Source: an optimization exercise on an open RTL-to-GDS flow (aim: small area). Production flows keep margins and buffers that such runs may drop. RTL that was checked went through simulation tests only; none was proved equivalent to the original. No functional check of the RTL was part of runs 5 and 6. Power figures rest on the tool's default switching activity, not on a simulated workload.

File: flow/remap.tcl
# Re-map the combinational logic of the standard synthesis netlist for area.
# Registers are black boxes here, so every register keeps its instance name and cell type.
# env: LIB IN OUT TOP CONSTR ABCSCRIPT DONTUSE
yosys -import
set lib $::env(LIB)
read_liberty -ignore_miss_func -ignore_buses $lib
blackbox sky130_fd_sc_hd__*df* sky130_fd_sc_hd__*dl* sky130_fd_sc_hd__conb_1
read_verilog $::env(IN)
hierarchy -top $::env(TOP)
tee -o $::env(OUT).before.stat stat -liberty $lib
flatten
opt_clean -purge
abc -script $::env(ABCSCRIPT) -liberty $lib -constr $::env(CONSTR) {*}$::env(DONTUSE)
opt_clean -purge
setundef -zero
hilomap -singleton -hicell sky130_fd_sc_hd__conb_1 HI -locell sky130_fd_sc_hd__conb_1 LO
splitnets
opt_clean -purge
tee -o $::env(OUT).stat stat -liberty $lib
write_verilog -noattr -noexpr -nohex -nodec $::env(OUT)
File: constraint.sdc
create_clock -name core_clock -period 6.0 [get_ports {clk}]
set_input_delay 1.2000 -clock core_clock [delete_from_list [all_inputs] [get_ports {clk}]]
set_output_delay 1.2000 -clock core_clock [all_outputs]
set_load 0.01 [all_outputs]
File: design.v
package mips_trace_pkg;
  localparam int STAMP_WIDTH    = 16;
  localparam int REC_WORD_WIDTH = 32;
  localparam int REC_WIDTH = 1 + 2 * REC_WORD_WIDTH + STAMP_WIDTH;
endpackage
module trace_fifo_dual_push #(
  parameter int DEPTH = 16,
  parameter int RW    = 81
) (
  input  logic             clk_i,
  input  logic [DEPTH-1:0] we_i,
  input  logic [RW-1:0]    bus_e_i,
  input  logic [RW-1:0]    bus_o_i,
  input  logic [DEPTH-1:0] rsel_i,
  output logic [RW-1:0]    head_o
);
  logic [RW-1:0] mem_q [DEPTH];
  for (genvar i = 0; i < DEPTH; i++) begin : g_slot
    always_ff @(posedge clk_i) begin
      if (we_i[i]) mem_q[i] <= (i % 2 == 0) ? bus_e_i : bus_o_i;
    end
  end
  always_comb begin
    head_o = '0;
    for (int i = 0; i < DEPTH; i++) head_o = head_o | (mem_q[i] & {RW{rsel_i[i]}});
  end
endmodule
module mips_trace_capture #(
  parameter int DEPTH      = 16,
  parameter int WORD_WIDTH = 32
) (
  input  logic                    clk,
  input  logic                    reset,
  input  logic                    capture_en,
  input  logic                    MEM_WB_RegWrite,
  input  logic [4:0]              MEM_WB_RegisterRd,
  input  logic [WORD_WIDTH-1:0]   RegWriteData,
  input  logic                    EX_MEM_MemWrite,
  input  logic [WORD_WIDTH-1:0]   EX_MEM_ALU_result,
  input  logic [WORD_WIDTH-1:0]   EX_MEM_MemWriteData,
  output logic                    trace_valid,
  input  logic                    trace_ready,
  output logic [1:0]              trace_kind,
  output logic [WORD_WIDTH-1:0]   trace_addr,
  output logic [WORD_WIDTH-1:0]   trace_data,
  output logic [mips_trace_pkg::STAMP_WIDTH-1:0] trace_stamp,
  output logic [$clog2(DEPTH):0]  fifo_count,
  output logic [15:0]             overflow_cnt
);
  localparam int AW = $clog2(DEPTH);
  localparam int CW = AW + 1;
  localparam int SW = mips_trace_pkg::STAMP_WIDTH;
  localparam int RW = 1 + 2 * WORD_WIDTH + SW;
  logic [SW-1:0]    cycle_q;
  logic             valid_q;
  logic [15:0]      ovf_q;
  logic [16:0]      ovf_sum;
  logic [AW-1:0]    rd_q, wr;
  logic [CW-1:0]    count_q;
  logic             reg_ev, mem_ev, ev0, ev1, push0, push1, do_pop, nonempty;
  logic [CW-1:0]    count_d;
  logic [1:0]       dropped;
  logic             e_mem, o_mem;
  logic [RW-1:0]    bus_e, bus_o, head;
  logic [DEPTH-1:0] wdec, wdec1, we, rsel;
  assign reg_ev = capture_en && MEM_WB_RegWrite && (MEM_WB_RegisterRd != 5'd0);
  assign mem_ev = capture_en && EX_MEM_MemWrite;
  assign ev0      = reg_ev || mem_ev;
  assign ev1      = reg_ev && mem_ev;
  assign push0    = ev0 && !count_q[AW];
  assign push1    = ev1 && !count_q[AW] && (count_q[AW-1:0] != '1);
  assign nonempty = valid_q;
  assign do_pop   = trace_ready && nonempty;
  assign wr       = rd_q + count_q[AW-1:0];
  assign e_mem = wr[0] || !reg_ev;
  assign o_mem = !wr[0] || !reg_ev;
  assign bus_e = {e_mem, e_mem ? EX_MEM_ALU_result : WORD_WIDTH'(MEM_WB_RegisterRd),
                  e_mem ? EX_MEM_MemWriteData : RegWriteData, cycle_q};
  assign bus_o = {o_mem, o_mem ? EX_MEM_ALU_result : WORD_WIDTH'(MEM_WB_RegisterRd),
                  o_mem ? EX_MEM_MemWriteData : RegWriteData, cycle_q};
  always_comb begin
    for (int i = 0; i < DEPTH; i++) begin
      wdec[i] = (wr == AW'(i));
      wdec1[i] = (wr == AW'(i - 1));
      rsel[i] = nonempty && (rd_q == AW'(i));
    end
  end
  assign we = (wdec & {DEPTH{push0}}) | (wdec1 & {DEPTH{push1}});
  trace_fifo_dual_push #(.DEPTH(DEPTH), .RW(RW)) u_fifo (
    .clk_i   (clk),
    .we_i    (we),
    .bus_e_i (bus_e),
    .bus_o_i (bus_o),
    .rsel_i  (rsel),
    .head_o  (head)
  );
  assign count_d = count_q + CW'(push0) + CW'(push1) - CW'(do_pop);
  assign dropped = {1'b0, ev0 && !push0} + {1'b0, ev1 && !push1};
  assign ovf_sum = {1'b0, ovf_q} + 17'(dropped);
  always_ff @(posedge clk or posedge reset) begin
    if (reset) begin
      cycle_q <= '0;
      ovf_q   <= '0;
      rd_q    <= '0;
      count_q <= '0;
      valid_q <= 1'b0;
    end else begin
      cycle_q <= cycle_q + 1'b1;
      ovf_q   <= ovf_sum[16] ? 16'hFFFF : ovf_sum[15:0];
      rd_q    <= rd_q + AW'(do_pop);
      count_q <= count_d;
      valid_q <= (count_d != '0);
    end
  end
  assign trace_valid  = nonempty;
  assign trace_kind   = {1'b0, head[RW-1]};
  assign trace_addr   = head[RW-2 -: WORD_WIDTH];
  assign trace_data   = head[SW +: WORD_WIDTH];
  assign trace_stamp  = head[SW-1:0];
  assign fifo_count   = count_q;
  assign overflow_cnt = ovf_q;
endmodule
File: flow/run.sh
#!/bin/bash
# Own layout flow: standard synthesis, an area re-map of its combinational logic (registers
# untouched), then the standard ORFS layout with small port buffers and a lighter clock tree.
set -euo pipefail
cd "$(dirname "$0")/.."
W=$PWD
R=$W/orfs/results/$FLOW_PLATFORM/mips_trace_capture/base
O=$W/orfs/objects/$FLOW_PLATFORM/mips_trace_capture/base
PLAT=$FLOW_HOME/platforms/$FLOW_PLATFORM

bash standard.sh synth > $W/synth.log 2>&1

cp $R/1_2_yosys.v $R/1_2_yosys_std.v
DU=$(sed -n '/DONT_USE_CELLS/,/^$/p' $PLAT/config.mk | grep -o "sky130_fd_sc_hd__[a-z0-9_]*" | sed 's/^/-dont_use /' | tr '\n' ' ')
if LIB=$PLAT/lib/sky130_fd_sc_hd__tt_025C_1v80.lib IN=$R/1_2_yosys_std.v OUT=$R/1_2_yosys_remap.v \
   TOP=$FLOW_TOP CONSTR=$O/abc.constr ABCSCRIPT=$W/flow/area.abc DONTUSE="$DU" \
   yosys -c $W/flow/remap.tcl > $W/remap.log 2>&1; then
  cp $R/1_2_yosys_remap.v $R/1_2_yosys.v
  rm -f $R/1_synth.odb $R/1_synth.sdc
else
  echo "remap failed; keeping the standard netlist" >> $W/remap.log
fi

export BUFFER_PORTS_ARGS="-buffer_cell sky130_fd_sc_hd__buf_1"
export CTS_ARGS="-sink_clustering_enable -repair_clock_nets -dont_use_dummy_load -buf_list sky130_fd_sc_hd__clkbuf_8 -sink_clustering_size 16 -sink_clustering_max_diameter 80"
bash standard.sh finish > $W/finish.log 2>&1
File: flow/area.abc
strash
dch
amap
strash
dch
amap
topo
stime -c
File: standard.sh
#!/bin/bash
# synth_recipe.tcl (not shown) runs the flow's synth.tcl, then flattens the netlist and writes it again
# the make line also repeats each setting of config.mk as NAME=value (left out here)
make -C /OpenROAD-flow-scripts/flow DESIGN_CONFIG=/design/flow/config.mk WORK_HOME=/design/flow/orfs CLKGATE_MAP_FILE= SYNTH_SCRIPT=/design/flow/synth_recipe.tcl "${@:-finish}"
File: config.mk
export PLATFORM = sky130hd
export DESIGN_NAME = mips_trace_capture
export DESIGN_NICKNAME = mips_trace_capture
export VERILOG_FILES = /design/flow/design.v
export SDC_FILE = /design/flow/constraint.sdc
export NUM_CORES = 4
export LEC_CHECK = 0
export CAP_MARGIN = 20
export CORE_MARGIN = 2
export CORE_UTILIZATION = 40
export SLEW_MARGIN = 20
==> run_results.csv, run 1 <==
group,metric,value,unit
outcome,run_status,"no timing/DRC/antenna violations",
worst_setup_path,setup_slack_reg_to_reg,1.29,ns
pwr,power.share.sequential,50.4,%
placement,postPlaceCellArea,52400,µm²
timing,fmax,183,MHz
drt,detail_route.first_pass.iterations,6,
pwr,combinationalPowerShare,33.6,%
cts,post-cts-setup-buffer-count,0,
final_layout,fillerInstances,10321,
pwr,power.density,484,nW/µm²
timing,tightest_slew,1.17,ns
synthesis,syn-num-nets,2686,
drt,drc,0,
cts,htreeDepth,3,
worst_hold_path,holdPathEnd,"ovf_q[12]$_DFF_PP0_",
worst_setup_path,r2r-end,"u_fifo.mem_q[10][73]$_DFFE_PP_",
final_layout,layout.nets,3095,
pwr,pwr-share-clk,16.0,%
global_route,vias_in_the_first_global_route,28415,
floorplan,fp.coreArea,120000,µm²
cts,clockRootBuffer,"clkbuf_8",
placement,globalplace.congestion,0.763,
worst_setup_path,crit_path_max_fanout,24,
global_route,grt.overflow.total,0,
floorplan,width_of_the_chip,351,µm
cts,tritoncts_clock_tree,"built",
global_route,grt_resource_usage_total,23.4,%
synthesis,postSynthAreaPerCell,18.7,µm²
worst_setup_path,start_kind,"flop",
timing,maxSlewViolCount,0,
pwr,peakVddDrop,0.636,mV
pwr,power_switching_share,37.3,%
timing,finClkSkew,0.0660,ns
flow_run,cap_violations,0,
placement,hpwl,77.5,mm
timing,postLayoutSetupSlackWorst,0.525,ns
final_layout,finish.instance_area,53700,µm²
cts,number_of_buffers_added_to_fix_hold_violations_after_cts,0,
synthesis,synth-warning-count,3,
timing,period_share,91.2,%
drt,dr_iter_0_viols,4579,
pwr,switchingPower,9.69,mW
final_layout,seq_area,40000,µm²
timing,final_period_minus_worst_setup_slack,5.47,ns
timing,timing.final.setup_violations,0,
global_route,grt_pass1_wl,205,mm
drt,wl_per_cell,31.7,µm
worst_setup_path,regToRegStartpoint,"rd_q[1]$_DFF_PP0_",
floorplan,floorplan.initialDensity,40.2,%
worst_setup_path,setup.worst_path.end_class,"output port",
global_route,antenna_violations_before_repair,4,
drt,via_per_inst,6.22,
synthesis,syn-instance-count,2579,
floorplan,design.portCount,211,
pwr,power.total,26.0,mW
synthesis,netlist_area,48100,µm²
worst_setup_path,timing_worst_setup_path_type,"flop to output port",
worst_hold_path,hold_path_startpoint,"ovf_q[12]$_DFF_PP0_",
pwr,leakage,16.3,nW
timing,slew_headroom,21.6,%
worst_setup_path,count_of_cells_along_the_worst_register_to_register_path,11,
worst_setup_path,crit_arrival,4.27,ns
timing,fin_setup_tns,0,ns
global_route,maximum_number_of_pins_on_one_net_before_global_route_repair,82,
cts,post_cts.resized_instances,0,
cts,reg_clk_slew_reported_paths,0.11,ns
worst_hold_path,holdPathStages,1,
pwr,total_internal_power,16.3,mW
timing,rsz_0062_raised_after_global_routing,"no",
placement,placedCellCount,4501,
cts,worst_skew_pair.late_latency,0.76,ns
final_layout,area_growth_syn_to_layout,11.6,%
final_layout,final-instance-count-excl-fill,4600,
placement,dpl_worst_slack,0.954,ns
final_layout,final_layout_size_suffix_gt1_share,7.87,%
final_layout,multi_input_comb_area,7910,µm²
drt,ant_nets,0,
timing,timing_hold_violations_final,0,
floorplan,floorplan.die_area,123000,µm²
worst_setup_path,critPathRequiredTime,4.80,ns
worst_hold_path,hold_class,"flop to flop",
drt,vias,28603,
placement,port_buffers,209,
cts,cts-root-to-sink-buffers,3,
floorplan,chipHeight,351,µm
cts,cts.sink_count,1338,
drt,drt_wl_total,146,mm
floorplan,std_cell_rows,127,
cts,numCtsBuffers,95,
## layout make-up
cell class                      instances  share of cell area (%)
Multi-Input combinational cell       1096                    14.7
Tap cell                             1612                    3.76
Antenna cell                            2                 0.00932
Sequential cell                      1338                    74.4
Inverter                              145                    1.02
Timing Repair Buffer                  312                    3.64
Clock buffer                           95                    2.43
## worst max-delay path: stages (launching register included)
cell      delay (ns)
dfrtp_1         0.54
clkinv_1        0.17
buf_4           0.29
nand2_1         0.28
nor2_4          0.88
buf_4           0.54
a222oi_1        0.17
nand3_1         0.14
a211oi_1        0.05
nand3_1         0.10
buf_1           0.34
## per-stage QoR
stage	util [%]	hold WS, ns
floorplan	-	0.568
global placement	43.8	0.535
global route	44.9	0.580
CTS	44.8	0.556
detailed placement	43.8	0.538
finish	44.9	0.552
## placed cells by master (no fill, tap or decap), drive strengths merged, types with 14 or more instances in the layout
master	instances
edfxtp	1296
buf	312
a222oi	228
nor2	151
a22oi	150
clkinv	143
o22ai	97
clkbuf	95
nand2	82
nand3	54
nand4	52
a22o	51
a221oi	45
dfrtp	42
nor2b	25
nand4b	21
nor3	20
a21oi	19
a2111oi	14
and3	14
## metal layers
layer | GRT usage (%) | wire [µm] | vias up
li1 | - | - | 11820
met1 | 32.8 | 58800 | 14948
met5 | 0 | 21 | -
met2 | 36.7 | 67700 | 1624
met4 | 6.41 | 3320 | 4
met3 | 5.36 | 16000 | 207
## worst max path at each step
stage	startpoint	slack [ns]	to
3_3_place_gp	MEM_WB_RegisterRd[4]	1.03	u_fifo.mem_q[10][44]$_DFFE_PP_
6_report	rd_q[0]$_DFF_PP0_	0.53	trace_addr[2]
3_5_place_dp	MEM_WB_RegisterRd[2]	0.95	ovf_q[9]$_DFF_PP0_
4_1_cts	rd_q[0]$_DFF_PP0_	0.48	trace_stamp[10]
5_1_grt	rd_q[0]$_DFF_PP0_	0.33	trace_data[27]
2_1_floorplan	MEM_WB_RegisterRd[2]	-0.72	u_fifo.mem_q[8][0]$_DFFE_PP_
## state kept, by name (all words and copies together) (netlist names)
| signal | flops |
|---|---|
| valid_q | 1 |
| rd_q | 4 |
| ovf_q | 16 |
| count_q | 5 |
| cycle_q | 16 |
| u_fifo.mem_q | 1296 |
## power by group through the flow
stage / Combinational (mW) / Clock [mW] / Sequential [mW]
floorplan: 4.16 / 0 / 13.4
global placement: 8.71 / 0 / 13.3
detailed placement: 8.73 / 0 / 13.3
CTS: 8.75 / 4.20 / 13.1
global route: 9.26 / 4.51 / 13.2
finish: 8.74 / 4.15 / 13.1
==> run 2: changes to the inputs <==
==> flow/area.abc (replaced) <==
strash
dch
amap
topo
stime -c
==> run 2 against run 1 <==
Sequential share of layout area increased by 0.075 points. Power decreased by 2.2%. Sequential power about the same. Via count about the same. Core utilization decreased by 0.10 points. Final area decreased by 0.10%. Synthesized cell count increased by 0.93%. Final cell count increased by 0.17%. Synthesized area increased by 0.23%. Register-to-register slack improved by 0.63 ns. Hold slack got worse by 0.023 ns. Clock power about the same.
==> run_results.csv, run 2 <==
group,metric,value,unit
floorplan,floorplan.die_area,123000,µm²
placement,dpl_worst_slack,1.13,ns
placement,hpwl,76.3,mm
placement,postPlaceCellArea,52300,µm²
floorplan,width_of_the_chip,351,µm
floorplan,floorplan.initialDensity,40.3,%
global_route,vias_in_the_first_global_route,27905,
final_layout,largest_reg_flops,1296,
final_layout,layout.nets,3102,
timing,finClkSkew,0.131,ns
final_layout,largest_register,"u_fifo.mem_q",
global_route,grt_resource_usage_total,23.3,%
floorplan,std_cell_rows,127,
worst_setup_path,setup.worst_path.end_class,"output port",
final_layout,layout_commonest_cell,"edfxtp_1",
worst_hold_path,hold_class,"flop to flop",
drt,wl_per_cell,31.6,µm
timing,final_period_minus_worst_setup_slack,5.65,ns
worst_hold_path,holdPathEnd,"ovf_q[15]$_DFF_PP0_",
final_layout,final_layout_size_suffix_gt1_share,7.32,%
final_layout,mostFrequentLayoutCells,"1,296 x edfxtp_1, 233 x a22oi_1, 209 x buf_1",
global_route,use_met2,37.1,%
cts,htreeDepth,3,
cts,cts-root-to-sink-buffers,3,
global_route,grt_use_met1,33.1,%
synthesis,postSynthAreaPerCell,18.5,µm²
timing,postLayoutSetupSlackWorst,0.354,ns
worst_setup_path,crit_arrival,4.45,ns
worst_hold_path,hold_path_startpoint,"ovf_q[15]$_DFF_PP0_",
timing,timing_hold_violations_final,0,
final_layout,regs_by_ff_count,"u_fifo.mem_q: 1296 flops, cycle_q: 16 flops, ovf_q: 16 flops",
synthesis,netlist_area,48200,µm²
drt,drt_wl_total,145,mm
floorplan,fp.coreArea,120000,µm²
global_route,groute.layer.met3.usage,4.29,%
drt,dr_iter_0_viols,4818,
cts,numCtsBuffers,95,
global_route,grt_pass1_wl,204,mm
timing,period_share,94.1,%
drt,ant_nets,0,
cts,cts.sink_count,1338,
synthesis,synth-warning-count,3,
drt,drc,0,
timing,fmax,177,MHz
drt,via_per_inst,6.20,
cts,reg_clk_slew_reported_paths,0.10,ns
drt,detail_route.first_pass.iterations,8,
worst_setup_path,r2r-end,"u_fifo.mem_q[4][32]$_DFFE_PP_",
global_route,gr-max-usage-layer,"met2",
final_layout,area_growth_syn_to_layout,11.2,%
timing,maxSlewViolCount,0,
worst_setup_path,start_kind,"flop",
worst_setup_path,critPathRequiredTime,4.80,ns
worst_hold_path,holdPathStages,1,
cts,clockRootBuffer,"clkbuf_8",
final_layout,finish.instance_area,53700,µm²
global_route,grt.overflow.total,0,
global_route,antenna_violations_before_repair,7,
floorplan,chipHeight,351,µm
worst_setup_path,count_of_cells_along_the_worst_register_to_register_path,9,
flow_run,cap_violations,0,
pwr,power.density,474,nW/µm²
pwr,peakVddDrop,0.372,mV
worst_setup_path,timing_worst_setup_path_type,"flop to output port",
global_route,maximum_number_of_pins_on_one_net_before_global_route_repair,82,
outcome,run_status,"no timing/DRC/antenna violations",
worst_setup_path,setup_slack_reg_to_reg,1.92,ns
cts,worst_skew_pair.late_latency,0.80,ns
drt,vias,28578,
pwr,leakage,16.2,nW
cts,tritoncts_clock_tree,"built",
synthesis,syn-num-nets,2710,
timing,slew_headroom,29.8,%
placement,globalplace.congestion,0.756,
placement,port_buffers,209,
timing,finalHoldWorstSlack,0.530,ns
floorplan,design.portCount,211,
worst_setup_path,regToRegStartpoint,"rd_q[1]$_DFF_PP0_",
timing,tightest_slew,1.05,ns
final_layout,final_util,44.8,%
worst_setup_path,crit_path_max_fanout,30,
timing,timing.final.setup_violations,0,
timing,rsz_0062_raised_after_global_routing,"no",
synthesis,syn-instance-count,2603,
run 2: metrics by stage:
stage / TNS [ns] / cells / power, mW
after floorplan: -78.09 / 2603 / 17.3
after global placement: 0 / 4510 / 21.4
after detailed placement: 0 / 4510 / 21.5
after CTS: 0 / 4605 / 25.5
after global routing: 0 / 4608 / 26.4
final: 0 / 4608 / 25.4
run 2: where the power goes:
group	internal [mW]	leakage, nW	total [mW]	switching, mW
Combinational	2.08	3.17	8.28	6.20
Sequential	12.6	12.4	13.0	0.433
Clock	1.42	0.683	4.17	2.75
run 2: layer usage:
metal | share of wire (%) | wire (µm)
met5 | 0.015 | 22
met4 | 2.5 | 3660
met3 | 11 | 15600
met2 | 47 | 68400
met1 | 40 | 57900
run 2: final cells by class:
| type | instances | area (µm²) |
|---|---|---|
| Timing Repair Buffer | 295 | 1810 |
| Inverter | 138 | 522 |
| Clock buffer | 95 | 1310 |
| Fill cell | 10435 | 66200 |
| Multi-Input combinational cell | 1127 | 8020 |
| Antenna cell | 3 | 7.51 |
| Sequential cell | 1338 | 40000 |
| Tap cell | 1612 | 2020 |
run 2: worst max-delay path, stage by stage, from the launching register on:
cell        delay [ns]
dfrtp_1           0.79
clkinvlp_4        0.46
nand2_1           0.36
nor2_4            0.05
buf_4             0.31
a22o_1            0.26
a221o_1           0.25
a2111oi_0         0.43
o2111ai_1         0.20
a2111o_1          0.38
buf_1             0.15
run 2: worst max path at each step:
stage	startpoint	to	slack, ns	depth (start not counted)
floorplan	MEM_WB_RegisterRd[3]	u_fifo.mem_q[0][0]$_DFFE_PP_	-0.47	7
global placement	rd_q[1]$_DFF_PP0_	trace_stamp[13]	1.28	10
detailed placement	rd_q[1]$_DFF_PP0_	trace_addr[29]	1.13	10
CTS	rd_q[1]$_DFF_PP0_	trace_addr[29]	0.23	10
global route	rd_q[1]$_DFF_PP0_	trace_addr[29]	0.02	10
finish	rd_q[1]$_DFF_PP0_	trace_addr[29]	0.35	10
run 2: what timing repair did:
action,CTS,global route
buffers inserted,0,0
setup endpoints to repair,0,1
hold buffers,0,0
endpoints found under the hold margin,0,0
gates resized for setup,0,1
==> run 3: changes to the inputs <==
--- a/flow/run.sh
+++ b/flow/run.sh
@@ -23,4 +23,5 @@
 
 export BUFFER_PORTS_ARGS="-buffer_cell sky130_fd_sc_hd__buf_1"
 export CTS_ARGS="-sink_clustering_enable -repair_clock_nets -dont_use_dummy_load -buf_list sky130_fd_sc_hd__clkbuf_8 -sink_clustering_size 16 -sink_clustering_max_diameter 80"
+export RECOVER_POWER=100
 bash standard.sh finish > $W/finish.log 2>&1
==> run 3 against run 2 <==
Now fails the layout checks on capacitance limit, slew limit. Maximum frequency is 2.5% lower. Final cell count stayed put. Clock power hardly changed. Critical path type is now input port to flop. Largest cell class unchanged. Largest power group unchanged.
==> run_results.csv, run 3 <==
group,metric,value,unit
timing,rsz_0062_raised_after_global_routing,"no",
worst_hold_path,hold_path_startpoint,"ovf_q[15]$_DFF_PP0_",
cts,clockRootBuffer,"clkbuf_8",
drt,ant_nets,0,
timing,tightest_slew,3.37,ns
final_layout,largest_reg_flops,1296,
cts,post-cts-setup-buffer-count,0,
global_route,antenna_violations_before_repair,7,
cts,tritoncts_clock_tree,"built",
drt,wl_per_cell,31.6,µm
final_layout,area_growth_syn_to_layout,10.4,%
pwr,peakVddDrop,0.371,mV
timing,timing_hold_violations_final,0,
pwr,leakage,16.1,nW
drt,dr_iter_0_viols,4496,
drt,detail_route.first_pass.iterations,8,
cts,cts.sink_count,1338,
final_layout,final_layout_size_suffix_gt1_share,6.15,%
placement,hpwl,76.3,mm
cts,cts-root-to-sink-buffers,3,
final_layout,final-instance-count-excl-fill,4608,
timing,timing.final.setup_violations,0,
worst_setup_path,timing.critical_path.slowest_stage_cell,"clkbuf_1",
global_route,grt_resource_usage_total,23.3,%
global_route,maximum_number_of_pins_on_one_net_before_global_route_repair,82,
drt,vias,28526,
global_route,vias_in_the_first_global_route,27905,
placement,placedCellCount,4510,
final_layout,largest_register,"u_fifo.mem_q",
final_layout,seq_area,40000,µm²
cts,reg_clk_slew_reported_paths,0.10,ns
floorplan,width_of_the_chip,351,µm
worst_setup_path,setup_slack_reg_to_reg,0.33,ns
final_layout,regs_by_ff_count,"u_fifo.mem_q: 1296 flops, cycle_q: 16 flops, ovf_q: 16 flops",
cts,numCtsBuffers,95,
placement,globalplace.congestion,0.756,
worst_setup_path,critPathRequiredTime,6.31,ns
flow_run,cap_violations,29,
pwr,power.density,476,nW/µm²
worst_setup_path,crit_path_max_fanout,37,
worst_setup_path,crit_start,"MEM_WB_RegisterRd[0]",
floorplan,std_cell_rows,127,
drt,drc,0,
synthesis,netlist_area,48200,µm²
timing,maxSlewViolCount,1123,
final_layout,fillerInstances,10491,
worst_setup_path,cp_cell_sequence,"clkbuf_1 -> nor3_1 -> nand3_1 -> nand3_1 -> nor2_4 -> clkbuf_1 -> clkbuf_2 -> o22ai_1",
outcome,failed_checks,"capacitance limit, slew limit",
timing,fmax,173,MHz
cts,number_of_buffers_added_to_fix_hold_violations_after_cts,0,
final_layout,finish.instance_area,53200,µm²
synthesis,postSynthAreaPerCell,18.5,µm²
cts,post_cts.resized_instances,0,
worst_setup_path,slowest_delay,1.75,ns
worst_setup_path,crit_arrival,6.09,ns
timing,period_share,96.5,%
timing,slew_headroom,-124,%
floorplan,fp.coreArea,120000,µm²
synthesis,syn-num-nets,2710,
drt,drt_wl_total,145,mm
floorplan,floorplan.initialDensity,40.3,%
worst_setup_path,regToRegStartpoint,"rd_q[1]$_DFF_PP0_",
final_layout,layout_commonest_cell,"edfxtp_1",
drt,via_per_inst,6.19,
final_layout,mostFrequentLayoutCells,"1,296 x edfxtp_1, 233 x a22oi_1, 201 x buf_1",
cts,htreeDepth,3,
timing,finalHoldWorstSlack,0.530,ns
final_layout,layout.nets,3102,
timing,finClkSkew,0.136,ns
synthesis,syn-instance-count,2603,
outcome,run_status,"complete, but fails checks",
synthesis,synth-warning-count,3,
floorplan,design.portCount,211,
global_route,grt.overflow.total,0,
global_route,grt_pass1_wl,204,mm
worst_setup_path,start_kind,"input port",
floorplan,chipHeight,351,µm
timing,fin_setup_tns,0,ns
final_layout,multi_input_comb_area,7940,µm²
worst_setup_path,setup.worst_path.end_class,"flop",
floorplan,floorplan.die_area,123000,µm²
worst_hold_path,hold_class,"flop to flop",
worst_setup_path,timing_worst_setup_path_type,"input port to flop",
placement,postPlaceCellArea,52300,µm²
placement,port_buffers,209,
timing,final_period_minus_worst_setup_slack,5.79,ns
cts,worst_skew_pair.late_latency,0.81,ns
[run 3: worst max-delay path: cells and delay by family]
family / cells / cell delay (ns)
compound gates: 1 / 0.53
simple gates: 4 / 0.75
buf+inv: 3 / 3.47
[run 3: worst paths after layout]
kind | end | cells past startpoint
worst max register to register | u_fifo.mem_q[4][4]$_DFFE_PP_ | 9
worst max-delay path | u_fifo.mem_q[11][33]$_DFFE_PP_ | 8
worst min-delay path | ovf_q[15]$_DFF_PP0_ | 1
worst min register to register | ovf_q[15]$_DFF_PP0_ | 1
min in group asynchronous | ovf_q[14]$_DFF_PP0_ | 3
max in group asynchronous | cycle_q[10]$_DFF_PP0_ | 3
[run 3: routing by layer]
layer / vias to the layer above / global-route usage (%) / wire length [µm]
li1: 11834 / - / -
met1: 14909 / 33.1 / 58800
met3: 229 / 4.29 / 14800
met5: - / 0 / 22
met2: 1550 / 37.1 / 68100
met4: 4 / 6.34 / 3850
[run 3: cell type report]
type / instances / area share [%]
clock buffers: 95 / 2.46
inverters: 138 / 0.980
flip-flops and latches: 1338 / 75.1
repair buffers: 295 / 2.77
multi-input cells: 1127 / 14.9
well taps: 1612 / 3.79
diodes: 3 / 0.0141
[run 3: through the flow]
stage | utilization (%) | setup WS (ns) | total power [mW]
floorplan | - | -0.466 | 17.3
global placement | 43.7 | 1.28 | 21.4
detailed placement | 43.7 | 1.13 | 21.5
CTS | 44.8 | 0.232 | 25.5
global route | 44.4 | 0.0200 | 26.3
finish | 44.4 | 0.211 | 25.3
[run 3: power breakdown]
part / internal, mW / switching (mW) / leakage, nW / total (mW)
Combinational: 1.94 / 6.10 / 3.02 / 8.03
Sequential: 12.7 / 0.432 / 12.4 / 13.1
Clock: 1.42 / 2.75 / 0.683 / 4.17
==> run 4: changes to the inputs <==
--- a/flow/run.sh
+++ b/flow/run.sh
@@ -23,5 +23,4 @@
 
 export BUFFER_PORTS_ARGS="-buffer_cell sky130_fd_sc_hd__buf_1"
 export CTS_ARGS="-sink_clustering_enable -repair_clock_nets -dont_use_dummy_load -buf_list sky130_fd_sc_hd__clkbuf_8 -sink_clustering_size 16 -sink_clustering_max_diameter 80"
-export RECOVER_POWER=100
 bash standard.sh finish > $W/finish.log 2>&1
--- a/config.mk
+++ b/config.mk
@@ -8,4 +8,5 @@
 export CAP_MARGIN = 20
 export CORE_MARGIN = 2
 export CORE_UTILIZATION = 40
+export PLACE_DENSITY = 0.85
 export SLEW_MARGIN = 20
==> run 4 against run 3 <==
Now clean on timing, DRC and antenna. Sequential cell count unchanged. Clock power down 3%. Sequential share of layout area down 0.45 points. Non-clock buffer count up 3. Core utilization up 0.27 points. Wire length down 3.7%. Final area up 0.60%. Final cell count about the same. Via count up 3.1%. Synthesized area unchanged. Hold slack worse by 0.036 ns. Critical path type is now flop to output port. Largest power group unchanged. Highest routed layer unchanged.
==> run_results.csv, run 4 <==
group,metric,value,unit
cts,worst_skew_pair.late_latency,0.81,ns
worst_setup_path,crit_path_max_fanout,50,
final_layout,largest_reg_flops,1296,
cts,cts-root-to-sink-buffers,3,
drt,drc,0,
worst_setup_path,timing_worst_setup_path_type,"flop to output port",
worst_setup_path,setup.worst_path.end_class,"output port",
cts,reg_clk_slew_reported_paths,0.10,ns
floorplan,chipHeight,351,µm
floorplan,std_cell_rows,127,
cts,clockRootBuffer,"clkbuf_8",
floorplan,floorplan.initialDensity,40.3,%
floorplan,width_of_the_chip,351,µm
final_layout,fillerInstances,9916,
global_route,grt.overflow.total,0,
cts,numCtsBuffers,95,
worst_setup_path,critPathRequiredTime,4.80,ns
timing,slew_headroom,21.3,%
drt,drt_wl_total,140,mm
placement,globalplace.congestion,0.790,
cts,tritoncts_clock_tree,"built",
final_layout,layout.nets,3105,
pwr,power.density,473,nW/µm²
timing,fin_setup_tns,0,ns
cts,post_cts.resized_instances,0,
pwr,leakage,16.2,nW
timing,final_period_minus_worst_setup_slack,5.66,ns
final_layout,mostFrequentLayoutCells,"1,296 x edfxtp_1, 233 x a22oi_1, 209 x buf_1",
timing,tightest_slew,1.18,ns
timing,timing.final.setup_violations,0,
synthesis,syn-num-nets,2710,
timing,postLayoutSetupSlackWorst,0.340,ns
drt,wl_per_cell,30.4,µm
timing,rsz_0062_raised_after_global_routing,"no",
drt,dr_iter_0_viols,5130,
worst_setup_path,crit_arrival,4.46,ns
global_route,vias_in_the_first_global_route,29401,
pwr,peakVddDrop,0.498,mV
final_layout,largest_register,"u_fifo.mem_q",
timing,timing_hold_violations_final,0,
placement,hpwl,76.6,mm
floorplan,floorplan.die_area,123000,µm²
synthesis,syn-instance-count,2603,
drt,vias,29424,
worst_setup_path,crit_start,"rd_q[1]$_DFF_PP0_",
timing,maxSlewViolCount,0,
outcome,run_status,"no timing/DRC/antenna violations",
flow_run,cap_violations,0,
global_route,antenna_violations_before_repair,12,
global_route,maximum_number_of_pins_on_one_net_before_global_route_repair,82,
synthesis,netlist_area,48200,µm²
final_layout,final_layout_size_suffix_gt1_share,7.38,%
drt,via_per_inst,6.38,
global_route,grt_resource_usage_total,22.1,%
floorplan,design.portCount,211,
worst_setup_path,start_kind,"flop",
synthesis,postSynthAreaPerCell,18.5,µm²
placement,port_buffers,209,
floorplan,fp.coreArea,120000,µm²
global_route,grt_pass1_wl,197,mm
worst_setup_path,regToRegStartpoint,"rd_q[1]$_DFF_PP0_",
timing,finClkSkew,0.136,ns
cts,post-cts-setup-buffer-count,0,
synthesis,synth-warning-count,3,
cts,htreeDepth,3,
final_layout,area_growth_syn_to_layout,11.0,%
final_layout,layout_commonest_cell,"edfxtp_1",
drt,ant_nets,0,
placement,dpl_worst_slack,0.857,ns
worst_hold_path,hold_class,"input port to async pin",
timing,period_share,94.3,%
cts,number_of_buffers_added_to_fix_hold_violations_after_cts,0,
drt,detail_route.first_pass.iterations,7,
final_layout,regs_by_ff_count,"u_fifo.mem_q: 1296 flops, cycle_q: 16 flops, ovf_q: 16 flops",
timing,fmax,177,MHz
cts,cts.sink_count,1338,
-- run 4: cell type report --
cell class                 count  area [µm²]  area share, %
multi-input combinational   1127        8020           15.0
tap                         1612        2020           3.77
antenna                        3        7.51         0.0140
clock buffer                  95        1310           2.44
inverter                     138         520          0.972
timing repair buffer         298        1720           3.20
sequential                  1338       40000           74.6
-- run 4: per-stage QoR --
step / hold slack [ns] / instances / util [%] / total power, mW / cell area [µm²]
after floorplan: 0.543 / 2603 / - / 17.3 / 48300
after global placement: 0.513 / 4513 / 43.6 / 21.1 / 52200
after detailed placement: 0.526 / 4513 / 43.6 / 21.3 / 52200
after CTS: 0.469 / 4608 / 44.7 / 25.2 / 53600
after global routing: 0.506 / 4609 / 44.7 / 26.1 / 53600
final: 0.493 / 4611 / 44.7 / 25.3 / 53600
-- run 4: power breakdown --
group | switching (mW) | total (mW) | internal [mW] | leakage, nW
combinational | 6.21 | 8.22 | 2.01 | 3.17
clock | 2.63 | 4.04 | 1.42 | 0.683
sequential | 0.480 | 13.1 | 12.6 | 12.4
total | 9.31 | 25.3 | 16.0 | 16.2
-- run 4: path summary, 6_finish.rpt --
check,endpoint,slack (ns),depth (start not counted)
min,cycle_q[12]$_DFF_PP0_,0.49,2
max reg2reg,u_fifo.mem_q[1][20]$_DFFE_PP_,2.08,9
min in group core_clock,ovf_q[15]$_DFF_PP0_,0.55,1
min reg2reg,ovf_q[15]$_DFF_PP0_,0.55,1
max,trace_data[28],0.34,9
max in group asynchronous,ovf_q[11]$_DFF_PP0_,4.91,2
-- run 4: per-layer routing --
metal | track usage (%) | up-vias | wire [µm]
met1 | 27.4 | 14463 | 45000
met4 | 9.32 | 16 | 6580
met3 | 7.49 | 421 | 23300
met5 | 0 | - | 100
li1 | - | 11850 | -
met2 | 35.5 | 2674 | 65100
-- run 4: critical path, stage by stage (launching register included) --
cell and delay (ns):
dfrtp_1 0.62, clkinv_1 0.30, nand2_1 0.28, nor2_4 0.47
buf_4 0.88, buf_4 0.46, a22oi_1 0.16, nand4_1 0.17
nand4b_1 0.20, buf_1 0.20
==> run 5: changes to the inputs <==
--- a/design.v
+++ b/design.v
@@ -74,9 +74,11 @@
   assign wr       = rd_q + count_q[AW-1:0];
   assign e_mem = wr[0] || !reg_ev;
   assign o_mem = !wr[0] || !reg_ev;
-  assign bus_e = {e_mem, e_mem ? EX_MEM_ALU_result : WORD_WIDTH'(MEM_WB_RegisterRd),
+  assign bus_e = {e_mem, EX_MEM_ALU_result[WORD_WIDTH-1:5],
+                  e_mem ? EX_MEM_ALU_result[4:0] : MEM_WB_RegisterRd,
                   e_mem ? EX_MEM_MemWriteData : RegWriteData, cycle_q};
-  assign bus_o = {o_mem, o_mem ? EX_MEM_ALU_result : WORD_WIDTH'(MEM_WB_RegisterRd),
+  assign bus_o = {o_mem, EX_MEM_ALU_result[WORD_WIDTH-1:5],
+                  o_mem ? EX_MEM_ALU_result[4:0] : MEM_WB_RegisterRd,
                   o_mem ? EX_MEM_MemWriteData : RegWriteData, cycle_q};
   always_comb begin
     for (int i = 0; i < DEPTH; i++) begin
@@ -114,7 +116,8 @@
   end
   assign trace_valid  = nonempty;
   assign trace_kind   = {1'b0, head[RW-1]};
-  assign trace_addr   = head[RW-2 -: WORD_WIDTH];
+  assign trace_addr   = {head[RW-2 -: WORD_WIDTH-5] & {(WORD_WIDTH-5){head[RW-1]}},
+                         head[SW+WORD_WIDTH +: 5]};
   assign trace_data   = head[SW +: WORD_WIDTH];
   assign trace_stamp  = head[SW-1:0];
   assign fifo_count   = count_q;
--- a/flow/run.sh
+++ b/flow/run.sh
@@ -22,5 +22,5 @@
 fi
 
 export BUFFER_PORTS_ARGS="-buffer_cell sky130_fd_sc_hd__buf_1"
-export CTS_ARGS="-sink_clustering_enable -repair_clock_nets -dont_use_dummy_load -buf_list sky130_fd_sc_hd__clkbuf_8 -sink_clustering_size 16 -sink_clustering_max_diameter 80"
+export CTS_ARGS="-sink_clustering_enable -repair_clock_nets -dont_use_dummy_load -buf_list sky130_fd_sc_hd__clkbuf_8 -sink_clustering_size 16 -sink_clustering_max_diameter 60"
 bash standard.sh finish > $W/finish.log 2>&1
--- a/config.mk
+++ b/config.mk
@@ -8,5 +8,4 @@
 export CAP_MARGIN = 20
 export CORE_MARGIN = 2
 export CORE_UTILIZATION = 40
-export PLACE_DENSITY = 0.85
 export SLEW_MARGIN = 20
==> run 5 against run 4 <==
First-iteration DRC count shrank 25%. Register-to-register slack lost 0.08 ns. Combinational power grew about 10%. Via count shrank 2.2%. Core utilization grew 0.40 points.
==> run_results.csv, run 5 <==
group,metric,value,unit
outcome,run_status,"no timing/DRC/antenna violations",
cts,cts.sink_count,1338,
global_route,grt_resource_usage_total,23.4,%
final_layout,regs_by_ff_count,"u_fifo.mem_q: 1296 flops, cycle_q: 16 flops, ovf_q: 16 flops",
pwr,total_internal_power,16.3,mW
synthesis,syn-num-nets,2690,
final_layout,layout.nets,3110,
worst_setup_path,cp_cell_sequence,"clkinv_1 -> nor2_1 -> nand2_1 -> nor2_4 -> buf_4 -> a222oi_1 -> nand2_1 -> a221oi_1 -> nand4_1 -> buf_1",
floorplan,chipHeight,351,µm
worst_setup_path,crit_path_max_fanout,33,
floorplan,width_of_the_chip,351,µm
timing,maxSlewViolCount,0,
drt,drc,0,
timing,tightest_slew,1.03,ns
pwr,power.density,485,nW/µm²
final_layout,layout_commonest_cell,"edfxtp_1",
final_layout,mostFrequentLayoutCells,"1,296 x edfxtp_1, 209 x buf_1, 204 x a222oi_1",
final_layout,largest_reg_flops,1296,
timing,timing.final.setup_violations,0,
synthesis,netlist_area,48100,µm²
final_layout,largest_register,"u_fifo.mem_q",
timing,finClkSkew,0.126,ns
pwr,combinationalPowerShare,34.6,%
synthesis,postSynthAreaPerCell,18.6,µm²
synthesis,syn-instance-count,2583,
floorplan,design.portCount,211,
cts,clockRootBuffer,"clkbuf_8",
pwr,pwr-share-clk,16.6,%
timing,fmax,177,MHz
drt,vias,28784,
cts,cts-root-to-sink-buffers,3,
timing,rsz_0062_raised_after_global_routing,"no",
worst_setup_path,crit_path_frequent_cell,"nand2_1",
floorplan,std_cell_rows,127,
floorplan,floorplan.initialDensity,40.2,%
placement,globalplace.congestion,0.840,
worst_setup_path,setup.worst_path.end_class,"output port",
floorplan,fp.coreArea,120000,µm²
drt,drt_wl_total,146,mm
placement,port_buffers,209,
pwr,switchingPower,9.88,mW
pwr,peakVddDrop,0.449,mV
pwr,power_switching_share,37.7,%
cts,post-cts-setup-buffer-count,0,
cts,tritoncts_clock_tree,"built",
cts,worst_skew_pair.late_latency,0.82,ns
global_route,grt.overflow.total,0,
worst_setup_path,slowest_delay,0.64,ns
worst_setup_path,worst_path_buffer_plus_inverter_count,3,
synthesis,synth-warning-count,3,
drt,dr_iter_0_viols,3863,
cts,number_of_buffers_added_to_fix_hold_violations_after_cts,0,
pwr,power.total,26.2,mW
worst_setup_path,timing_worst_setup_path_type,"flop to output port",
timing,period_share,94.0,%
drt,wl_per_cell,31.7,µm
timing,slew_headroom,31.3,%
drt,ant_nets,0,
cts,htreeDepth,3,
cts,numCtsBuffers,105,
global_route,antenna_violations_before_repair,3,
final_layout,finish.instance_area,54000,µm²
cts,reg_clk_slew_reported_paths,0.10,ns
final_layout,area_growth_syn_to_layout,12.2,%
placement,postPlaceCellArea,52500,µm²
cts,post_cts.resized_instances,0,
global_route,grt_pass1_wl,207,mm
global_route,vias_in_the_first_global_route,28066,
timing,final_period_minus_worst_setup_slack,5.64,ns
drt,via_per_inst,6.24,
worst_setup_path,timing.critical_path.slowest_stage_cell,"buf_4",
pwr,power.share.sequential,48.8,%
worst_setup_path,worst_path_dominant_cell_family,"simple AND/OR/NAND/NOR gates",
worst_setup_path,crit_arrival,4.44,ns
placement,hpwl,78.8,mm
worst_setup_path,start_kind,"flop",
timing,timing_hold_violations_final,0,
worst_hold_path,hold_class,"flop to flop",
timing,fin_setup_tns,0,ns
final_layout,final_layout_size_suffix_gt1_share,8.40,%
pwr,leakage,16.4,nW
drt,detail_route.first_pass.iterations,9,
worst_setup_path,critPathRequiredTime,4.80,ns
flow_run,cap_violations,0,
global_route,maximum_number_of_pins_on_one_net_before_global_route_repair,82,
floorplan,floorplan.die_area,123000,µm²
-- run 5: routing by layer --
layer / wire (µm) / global-route usage (%) / vias to the layer above
met5: 7 / 0 / -
met4: 3730 / 6.04 / 2
met3: 13400 / 3.21 / 247
met2: 70900 / 39.1 / 1636
met1: 58000 / 32.5 / 15041
li1: - / - / 11858
-- run 5: worst min-delay path: cells and delay by family (launching register included) --
family          cells  cell delay, ns
flops               1            0.40
compound gates      1            0.05
buf+inv             1            0.06
-- run 5: path summary, 6_finish.rpt --
path	from	to	slack, ns	cells after the start
setup / recovery	rd_q[2]$_DFF_PP0_	trace_stamp[5]	0.36	10
hold / removal	ovf_q[12]$_DFF_PP0_	ovf_q[12]$_DFF_PP0_	0.55	2
setup reg to reg	count_q[2]$_DFF_PP0_	ovf_q[0]$_DFF_PP0_	2.00	18
hold reg to reg	ovf_q[12]$_DFF_PP0_	ovf_q[12]$_DFF_PP0_	0.55	2
max in group asynchronous	reset	ovf_q[15]$_DFF_PP0_	4.85	2
min in group asynchronous	reset	cycle_q[15]$_DFF_PP0_	0.59	2
-- run 5: layout make-up --
type	count	area, µm²
Tap cell	1612	2020
Sequential cell	1338	40000
Inverter	119	459
Multi-Input combinational cell	1126	7980
Timing Repair Buffer	313	2090
Clock buffer	105	1450
Fill cell	10372	65700
Antenna cell	1	2.50
-- run 5: per-stage QoR --
step	hold slack (ns)	util, %	setup slack, ns	cells
CTS	0.539	45.1	0.282	4613
floorplan	0.550	-	-1.03	2583
global placement	0.534	43.9	0.645	4508
global route	0.561	45.1	0.134	4614
detailed placement	0.543	43.9	0.591	4508
finish	0.554	45.1	0.358	4614
-- run 5: power by group through the flow --
stage	registers [mW]	logic, mW	clock network [mW]
floorplan	13.0	4.24	0
global placement	12.9	9.06	0
detailed placement	13.0	9.08	0
CTS	12.8	9.11	4.39
global route	12.9	9.57	4.69
finish	12.8	9.05	4.35
==> run 6: changes to the inputs <==
--- a/flow/run.sh
+++ b/flow/run.sh
@@ -22,5 +22,5 @@
 fi
 
 export BUFFER_PORTS_ARGS="-buffer_cell sky130_fd_sc_hd__buf_1"
-export CTS_ARGS="-sink_clustering_enable -repair_clock_nets -dont_use_dummy_load -buf_list sky130_fd_sc_hd__clkbuf_8 -sink_clustering_size 16 -sink_clustering_max_diameter 60"
+export CTS_ARGS="-sink_clustering_enable -repair_clock_nets -dont_use_dummy_load -buf_list sky130_fd_sc_hd__clkbuf_4 -sink_clustering_size 8 -sink_clustering_max_diameter 40"
 bash standard.sh finish > $W/finish.log 2>&1
==> run 6 against run 5 <==
Critical endpoint is now trace_addr[19]. Still clean. Non-clock buffer count did not move. Synthesized cell count stayed put. Wire length up 0.75%. Die area unchanged.
==> run_results.csv, run 6 <==
group,metric,value,unit
outcome,run_status,"no timing/DRC/antenna violations",
final_layout,final-instance-count-excl-fill,4706,
synthesis,syn-instance-count,2583,
cts,number_of_buffers_added_to_fix_hold_violations_after_cts,0,
final_layout,layout_commonest_cell,"edfxtp_1",
synthesis,postSynthAreaPerCell,18.6,µm²
timing,maxSlewViolCount,0,
floorplan,std_cell_rows,127,
timing,period_share,96.8,%
worst_setup_path,crit_arrival,4.61,ns
global_route,antenna_violations_before_repair,3,
cts,worst_skew_pair.late_latency,1.17,ns
worst_setup_path,timing.critical_path.slowest_stage_cell,"nor2_4",
pwr,power.total,26.2,mW
drt,via_per_inst,6.22,
placement,placedCellCount,4508,
timing,timing.final.setup_violations,0,
drt,vias,29290,
placement,globalplace.congestion,0.840,
worst_setup_path,start_kind,"flop",
final_layout,final_layout_size_suffix_gt1_share,11.1,%
drt,drt_wl_total,147,mm
drt,drc,0,
global_route,vias_in_the_first_global_route,28822,
pwr,peakVddDrop,0.444,mV
worst_setup_path,crit_path_frequent_cell,"nor2_4",
global_route,grt_pass1_wl,209,mm
floorplan,fp.coreArea,120000,µm²
timing,finClkSkew,0.0958,ns
timing,timing_hold_violations_final,0,
placement,hpwl,78.8,mm
floorplan,chipHeight,351,µm
pwr,power.density,485,nW/µm²
floorplan,floorplan.die_area,123000,µm²
global_route,grt_resource_usage_total,23.8,%
worst_setup_path,regToRegStartpoint,"count_q[1]$_DFF_PP0_",
worst_setup_path,cp_cell_sequence,"clkinv_4 -> nor2_4 -> clkinv_1 -> nor2_4 -> a222oi_1 -> nand3_1 -> a2111oi_2 -> buf_4 -> a31oi_1 -> buf_1",
worst_setup_path,timing_worst_setup_path_type,"flop to output port",
final_layout,area_growth_syn_to_layout,12.2,%
final_layout,largest_reg_flops,1296,
floorplan,width_of_the_chip,351,µm
cts,numCtsBuffers,195,
global_route,maximum_number_of_pins_on_one_net_before_global_route_repair,82,
floorplan,floorplan.initialDensity,40.2,%
cts,htreeDepth,4,
worst_setup_path,r2r-end,"ovf_q[2]$_DFF_PP0_",
timing,slew_headroom,31.4,%
final_layout,mostFrequentLayoutCells,"1,296 x edfxtp_1, 209 x buf_1, 204 x a222oi_1",
drt,ant_nets,0,
placement,port_buffers,209,
timing,postLayoutSetupSlackWorst,0.193,ns
pwr,leakage,16.5,nW
floorplan,design.portCount,211,
timing,fmax,172,MHz
synthesis,netlist_area,48100,µm²
worst_setup_path,worst_path_buffer_plus_inverter_count,4,
synthesis,synth-warning-count,3,
final_layout,regs_by_ff_count,"u_fifo.mem_q: 1296 flops, cycle_q: 16 flops, ovf_q: 16 flops",
drt,detail_route.first_pass.iterations,9,
timing,rsz_0062_raised_after_global_routing,"no",
worst_hold_path,hold_class,"input port to async pin",
worst_setup_path,count_of_cells_along_the_worst_register_to_register_path,18,
placement,dpl_worst_slack,0.591,ns
worst_setup_path,critPathRequiredTime,4.80,ns
final_layout,fillerInstances,10409,
worst_setup_path,crit_path_max_fanout,14,
global_route,grt.overflow.total,0,
cts,tritoncts_clock_tree,"built",
final_layout,largest_register,"u_fifo.mem_q",
synthesis,syn-num-nets,2690,
drt,dr_iter_0_viols,3840,
cts,cts-root-to-sink-buffers,3,
cts,reg_clk_slew_reported_paths,0.09,ns
final_layout,layout.nets,3200,
cts,clockRootBuffer,"clkbuf_4",
worst_setup_path,setup.worst_path.end_class,"output port",
flow_run,cap_violations,0,
cts,cts.sink_count,1338,
worst_setup_path,slowest_delay,0.64,ns
timing,final_period_minus_worst_setup_slack,5.81,ns
worst_setup_path,worst_path_dominant_cell_family,"simple AND/OR/NAND/NOR gates",
drt,wl_per_cell,31.3,µm
timing,tightest_slew,1.03,ns
worst_setup_path,setup_slack_reg_to_reg,1.94,ns
## run 6: cell types whose count changed in the layout (fill, tap and decap cells not counted)
cell | previous run | this run
buf_4 | 62 | 61
buf_6 | 0 | 1
clkbuf_4 | 0 | 195
clkbuf_8 | 105 | 0
clkinv_1 | 114 | 113
clkinv_2 | 0 | 1
diode_2 | 1 | 3
## run 6: layer usage
metal | part of all wire [%] | up-vias | track usage (%)
li1 | - | 12105 | -
met1 | 39 | 15283 | 32.4
met2 | 49 | 1649 | 39.5
met3 | 9.3 | 253 | 4.00
met4 | 2.5 | 0 | 6.66
met5 | 0 | - | 0
## run 6: what timing repair did
| action | 4_1_cts | 5_1_grt |
|---|---|---|
| endpoints found under the hold margin | 0 | 0 |
| setup buffers | 0 | 0 |
| pin swaps | 0 | 0 |
| gates resized for setup | 1 | 1 |
| endpoints found under the setup margin | 2 | 7 |
## run 6: power breakdown
part	leakage, nW	internal [mW]	switching [mW]
Sequential	12.4	12.4	0.418
Combinational	3.22	2.38	6.67
Clock	0.897	1.48	2.87
## run 6: metrics by stage
step                setup TNS (ns)  util [%]  hold WS (ns)  cell area (µm²)
floorplan                   -18.03         -         0.550            48200
global placement                 0      43.9         0.534            52500
detailed placement               0      43.9         0.543            52500
CTS                              0      45.1         0.164            54000
global route                     0      45.1         0.218            54000
finish                           0      45.1         0.280            54000
## run 6: cell type report
cell class / count / area (µm²) / area share, %
Clock buffer: 195 / 1460 / 2.71
Timing Repair Buffer: 313 / 2090 / 3.88
Sequential cell: 1338 / 40000 / 74.0
Inverter: 119 / 460 / 0.853
Antenna cell: 3 / 7.51 / 0.0139
Multi-Input combinational cell: 1126 / 7980 / 14.8
Tap cell: 1612 / 2020 / 3.74
## run 6: worst max-delay path by stage
stage	cells past startpoint	startpoint	to
after floorplan	9	rd_q[0]$_DFF_PP0_	trace_kind[0]
after global placement	20	MEM_WB_RegisterRd[4]	ovf_q[5]$_DFF_PP0_
after detailed placement	20	MEM_WB_RegisterRd[4]	ovf_q[2]$_DFF_PP0_
after CTS	9	rd_q[2]$_DFF_PP0_	trace_stamp[13]
after global routing	10	rd_q[2]$_DFF_PP0_	trace_addr[19]
final	10	rd_q[0]$_DFF_PP0_	trace_addr[19]

## separate check: timing with driven ports
How much do the figures lean on ideal ports? The routed layouts below were timed once more, with nothing changed but the port constraints. Step 1 assumes that a clkbuf_16 drives the clock port and a buf_2 every other input. Step 2 adds t to the input delays and takes it off the output delays; t is the mean of the earliest and latest rising clock arrival at the registers after step 1. Input paths then give back, and output paths get back, about the clock's delay inside the block. a / b / c = no drivers / after step 1 / after step 2; a / b = the first two.
| run | shift t [ns] | slack for setup (ns) | hold slack, ns | latest minus earliest clock arrival (ns) | worst slew at a driven data input, ns |
|---|---|---|---|---|---|
| run 1 | 0.805 | 0.525 / 0.458 / 0.898 | 0.552 / 0.510 / 0.552 | 0.098 / 0.097 | 0.08 |
| run 2 | 0.804 | 0.354 / 0.289 / 1.093 | 0.530 / 0.496 / 0.530 | 0.135 / 0.134 | 0.17 |
| run 3 | 0.805 | 0.211 / 0.151 / -0.561 | 0.530 / 0.530 / 0.530 | 0.142 / 0.142 | 0.17 |
| run 4 | 0.785 | 0.340 / 0.276 / 0.731 | 0.493 / 0.450 / 0.546 | 0.174 / 0.175 | 0.15 |
| run 5 | 0.823 | 0.358 / 0.288 / 0.544 | 0.554 / 0.536 / 0.554 | 0.125 / 0.126 | 0.09 |
| run 6 | 1.151 | 0.193 / 0.126 / 0.499 | 0.280 / 0.233 / 0.555 | 0.167 / 0.167 | 0.09 |
For run 3, which loses most, drivers alone change the setup slack by -0.060 ns; drivers and shift together by -0.772 ns.
